Context: an optimization exercise on an open-source flow, tuned for small area, a short achievable clock period and few clock cycles per item. The choices shown serve that exercise and are no tape-out recipe. Only simulation tests tie the RTL to the original design; equivalence was not proved. Power is estimated from default activity; no workload was simulated.

== oak ==
==> module noise_acc_fsm, before the edit <==
module noise_acc_fsm
(
	input  logic clk,
	input  logic rst,
	input  logic start_i,
	input  logic noise_empty_i,
	input  logic poly_empty_i,
	input  logic last_i,       
	input  logic slot_i,       
	input  logic slot_next_i,  
	output logic idle_o,       
	output logic noise_req_o,
	output logic poly_req_o,
	output logic noise_take_o,  
	output logic poly_take_o,   
	output logic step_o
);
	logic noise_act_q;   
	logic poly_act_q;    
	logic noise_wait_q;  
	logic poly_wait_q;   
	logic noise_act_d;
	logic poly_act_d;
	assign idle_o = !noise_act_q && !poly_act_q;
	assign noise_req_o = !(noise_empty_i || noise_wait_q);
	assign poly_req_o  = !(poly_empty_i || poly_wait_q);
	assign noise_take_o = !noise_empty_i && (idle_o || (noise_act_q && slot_i));
	assign poly_take_o  = !poly_empty_i && poly_act_q && slot_i;
	assign step_o       = noise_take_o || poly_take_o;
	assign noise_act_d = start_i || (noise_act_q && !(noise_take_o && last_i));
	assign poly_act_d  = (noise_take_o && last_i) || (poly_act_q && !(poly_take_o && last_i));
	always_ff @(posedge clk) begin
		if (rst) begin
			noise_act_q  <= 1'b0;
			poly_act_q   <= 1'b0;
			noise_wait_q <= 1'b0;
			poly_wait_q  <= 1'b1;
		end else begin
			noise_act_q  <= noise_act_d;
			poly_act_q   <= poly_act_d;
			noise_wait_q <= !((noise_act_d && slot_next_i) || (!noise_act_d && !poly_act_d));
			poly_wait_q  <= !(poly_act_d && slot_next_i);
		end
	end
endmodule
==> module word_counter, before the edit <==
module word_counter
(
	input  logic                          clk,
	input  logic                          clr_i,   
	input  logic                          step_i,  
	output logic                          last_o,
	output logic                          slot_o,      
	output logic                          slot_next_o  
);
	noise_acc_ctrl_pkg::word_idx_t idx_q;  
	logic [noise_acc_ctrl_pkg::RING_LEN_W-1:0] mis_q;
	logic [noise_acc_ctrl_pkg::RING_LEN_W-1:0] mis_next;
	noise_acc_ctrl_pkg::word_idx_t idx;    
	assign idx      = clr_i ? '0 : idx_q;
	assign last_o   = &idx;
	assign mis_next = clr_i ? '0 : mis_q + noise_acc_ctrl_pkg::RING_LEN_W'(!step_i);
	assign slot_o      = mis_q == '0;
	assign slot_next_o = mis_next == '0;
	always_ff @(posedge clk) begin
		idx_q <= idx + noise_acc_ctrl_pkg::WORD_IDX_W'(step_i);
		mis_q <= mis_next;
	end
endmodule
==> module kyber_noise_acc, before the edit <==
module kyber_noise_acc
(
	input  logic        clk,
	input  logic        rst,
	input  logic        start_i,
	input  logic        noise_empty_i,
	output logic        noise_req_o,
	input  kyber_params_pkg::noise_word_t noise_i,
	input  logic        poly_empty_i,
	output logic        poly_req_o,
	input  kyber_params_pkg::poly_word_t  poly_i,
	output kyber_params_pkg::poly_word_t  sum_o,
	output logic        sum_valid_o,
	output logic        done_o
);
	logic       step;
	logic       last;
	logic       slot;
	logic       idle;
	logic       slot_next;
	logic       noise_take;
	logic       poly_take;
	logic       noise_req_q;  
	logic       poly_req_q;   
	logic       last_q;       
	noise_acc_ctrl_pkg::noise_enc_t samples;
	noise_acc_ctrl_pkg::noise_enc_t stored;
	kyber_params_pkg::poly_word_t   sum_next;
	noise_acc_fsm u_fsm (
		.clk           (clk),
		.rst           (rst),
		.start_i       (start_i),
		.noise_empty_i (noise_empty_i),
		.poly_empty_i  (poly_empty_i),
		.last_i        (last),
		.slot_i        (slot),
		.slot_next_i   (slot_next),
		.idle_o        (idle),
		.noise_req_o   (noise_req_o),
		.poly_req_o    (poly_req_o),
		.noise_take_o  (noise_take),
		.poly_take_o   (poly_take),
		.step_o        (step)
	);
	word_counter u_counter (
		.clk         (clk),
		.clr_i       (idle),
		.step_i      (step),
		.last_o      (last),
		.slot_o      (slot),
		.slot_next_o (slot_next)
	);
	always_ff @(posedge clk) begin
		if (rst) begin
			noise_req_q <= 1'b0;
			poly_req_q  <= 1'b0;
		end else begin
			noise_req_q <= noise_take;
			poly_req_q  <= poly_take;
		end
		last_q <= poly_take && last;
	end
	cbd_sampler u_sampler (
		.word_i    (noise_i),
		.samples_o (samples)
	);
	poly_ram u_ram (
		.clk       (clk),
		.shift_i   (noise_req_q || poly_req_q),
		.wr_data_i (samples),
		.rd_data_o (stored)
	);
	mod_q_adder u_adder (
		.a_i   (poly_i),
		.b_i   (stored),
		.sum_o (sum_next)
	);
	always_ff @(posedge clk) begin
		sum_o <= sum_next;
		if (rst) begin
			sum_valid_o <= 1'b0;
			done_o      <= 1'b0;
		end else begin
			sum_valid_o <= poly_req_q;
			done_o      <= !start_i && (done_o || (poly_req_q && last_q));
		end
	end
endmodule
Settings: LEC_CHECK=0, ABC_AREA=1, CAP_MARGIN=20, CORE_MARGIN=2, CORE_UTILIZATION=60, CTS_BUF_LIST=sky130_fd_sc_hd__clkbuf_8, CTS_CLUSTER_DIAMETER=60, CTS_CLUSTER_SIZE=20, SETUP_SLACK_MARGIN=3.3, SLEW_MARGIN=20; clock period 6.0 ns.
standard.sh (not shown) runs the stock make flow with config.mk's settings and CLKGATE_MAP_FILE= SYNTH_SCRIPT=/design/flow/synth_recipe.tcl, a recipe that flattens the netlist after the stock synthesis.
==> flow/flow/run.sh <==
#!/bin/bash
# Standard layout, with three changes:
# - synthesis maps logic with an area-oriented ABC script (flow/synth.tcl),
# - plain buffers (instead of the default delay-cell buffers) on the ports,
# - a clock tree without dummy balancing loads.
set -e
export FLOW_WORK=$PWD
export FLOW_ABC_SCRIPT=$PWD/flow/abc_area_map.script
export BUFFER_PORTS_ARGS="-buffer_cell sky130_fd_sc_hd__buf_1"
export CTS_ARGS="-sink_clustering_enable -repair_clock_nets -sink_clustering_size 20 -sink_clustering_max_diameter 60 -buf_list sky130_fd_sc_hd__clkbuf_8 -dont_use_dummy_load"
sed "s#SYNTH_SCRIPT=[^ ]*#SYNTH_SCRIPT=$PWD/flow/synth.tcl#" standard.sh > flow_standard.sh
bash flow_standard.sh > standard.log 2>&1
==> flow/flow/abc_area_map.script <==
strash
&get -n
&st
&synch2
&put
dch -f
amap
topo
stime -c
==> flow/flow/synth.tcl <==
# The standard flow's synthesis (synth_recipe.tcl in the work folder), with the ABC
# mapping script replaced by the area-oriented one in this folder.
proc abc {args} {
  set i [lsearch -exact $args -script]
  if {$i >= 0} { lset args [expr {$i + 1}] $::env(FLOW_ABC_SCRIPT) }
  yosys abc {*}$args
}
source $::env(FLOW_WORK)/synth_recipe.tcl
Testbench counts of oak, summed over its fixed seeds: cycles 16,640, transforms 128.
[inputs] pine vs oak
--- a/flow/design.v
+++ b/flow/design.v
@@ -29,43 +29,41 @@
 	input  logic start_i,
 	input  logic noise_empty_i,
 	input  logic poly_empty_i,
 	input  logic last_i,       
 	input  logic slot_i,       
 	input  logic slot_next_i,  
-	output logic idle_o,       
 	output logic noise_req_o,
 	output logic poly_req_o,
 	output logic noise_take_o,  
 	output logic poly_take_o,   
 	output logic step_o
 );
 	logic noise_act_q;   
 	logic poly_act_q;    
 	logic noise_wait_q;  
 	logic poly_wait_q;   
 	logic noise_act_d;
 	logic poly_act_d;
-	assign idle_o = !noise_act_q && !poly_act_q;
 	assign noise_req_o = !(noise_empty_i || noise_wait_q);
 	assign poly_req_o  = !(poly_empty_i || poly_wait_q);
-	assign noise_take_o = !noise_empty_i && (idle_o || (noise_act_q && slot_i));
+	assign noise_take_o = !noise_empty_i && noise_act_q && slot_i;
 	assign poly_take_o  = !poly_empty_i && poly_act_q && slot_i;
 	assign step_o       = noise_take_o || poly_take_o;
 	assign noise_act_d = start_i || (noise_act_q && !(noise_take_o && last_i));
 	assign poly_act_d  = (noise_take_o && last_i) || (poly_act_q && !(poly_take_o && last_i));
 	always_ff @(posedge clk) begin
 		if (rst) begin
 			noise_act_q  <= 1'b0;
 			poly_act_q   <= 1'b0;
-			noise_wait_q <= 1'b0;
+			noise_wait_q <= 1'b1;
 			poly_wait_q  <= 1'b1;
 		end else begin
 			noise_act_q  <= noise_act_d;
 			poly_act_q   <= poly_act_d;
-			noise_wait_q <= !((noise_act_d && slot_next_i) || (!noise_act_d && !poly_act_d));
+			noise_wait_q <= !(noise_act_d && slot_next_i);
 			poly_wait_q  <= !(poly_act_d && slot_next_i);
 		end
 	end
 endmodule
 `timescale 1ns/1ps
 module word_counter
@@ -77,20 +75,18 @@
 	output logic                          slot_o,      
 	output logic                          slot_next_o  
 );
 	noise_acc_ctrl_pkg::word_idx_t idx_q;  
 	logic [noise_acc_ctrl_pkg::RING_LEN_W-1:0] mis_q;
 	logic [noise_acc_ctrl_pkg::RING_LEN_W-1:0] mis_next;
-	noise_acc_ctrl_pkg::word_idx_t idx;    
-	assign idx      = clr_i ? '0 : idx_q;
-	assign last_o   = &idx;
+	assign last_o   = &idx_q;
 	assign mis_next = clr_i ? '0 : mis_q + noise_acc_ctrl_pkg::RING_LEN_W'(!step_i);
 	assign slot_o      = mis_q == '0;
 	assign slot_next_o = mis_next == '0;
 	always_ff @(posedge clk) begin
-		idx_q <= idx + noise_acc_ctrl_pkg::WORD_IDX_W'(step_i);
+		idx_q <= clr_i ? '0 : idx_q + noise_acc_ctrl_pkg::WORD_IDX_W'(step_i);
 		mis_q <= mis_next;
 	end
 endmodule
 `timescale 1ns/1ps
 module cbd_sampler
 (
@@ -195,13 +191,12 @@
 	output logic        sum_valid_o,
 	output logic        done_o
 );
 	logic       step;
 	logic       last;
 	logic       slot;
-	logic       idle;
 	logic       slot_next;
 	logic       noise_take;
 	logic       poly_take;
 	logic       noise_req_q;  
 	logic       poly_req_q;   
 	logic       last_q;       
@@ -214,22 +209,21 @@
 		.start_i       (start_i),
 		.noise_empty_i (noise_empty_i),
 		.poly_empty_i  (poly_empty_i),
 		.last_i        (last),
 		.slot_i        (slot),
 		.slot_next_i   (slot_next),
-		.idle_o        (idle),
 		.noise_req_o   (noise_req_o),
 		.poly_req_o    (poly_req_o),
 		.noise_take_o  (noise_take),
 		.poly_take_o   (poly_take),
 		.step_o        (step)
 	);
 	word_counter u_counter (
 		.clk         (clk),
-		.clr_i       (idle),
+		.clr_i       (start_i),
 		.step_i      (step),
 		.last_o      (last),
 		.slot_o      (slot),
 		.slot_next_o (slot_next)
 	);
 	always_ff @(posedge clk) begin
Notes after the runs:
The non-clock inverter total of the final layout of pine is higher than that of oak. The worst setup skew after layout on pine is in line with that on oak. Delta(static leakage, pine - oak) > 0. Sort pine and oak by share of the clock period used by the worst path after layout, descending, and pine comes first. Per the comparison of pine with oak, combined area of all synthesized cells did not really move, wire length did not really move.
Testbench counts of pine, summed over its fixed seeds: cycles 16,768, transforms 128.

==> port drivers added, routing unchanged <==
In the flow no input, the clock included, has a driving cell. The finished layouts below were timed again as built, in two steps.
Step 1: set_driving_cell puts a clkbuf_16 on clk and a buf_2 on each other input, an assumption about the parent block.
Step 2, shift: input delay + t, output delay - t, t = (earliest + latest rising clock arrival at the registers) / 2. This alone moves slack from input paths to output paths.
Slacks: ideal / step 1 / step 2; pairs: ideal / step 1.
run	shift t [ns]	slack for setup (ns)	hold WS [ns]	clock arrival spread, ns	worst data-port slew with drivers (ns)
oak	0.653	3.305 / 3.272 / 2.770	0.289 / 0.289 / 0.289	0.064 / 0.064	0.04
pine	0.651	3.174 / 3.192 / 2.541	0.277 / 0.277 / 0.277	0.059 / 0.059	0.05
After both steps setup and hold are still met in every run listed. The setup slack of pine, which loses most, moves by +0.018 ns with the drivers and by -0.633 ns with both steps.
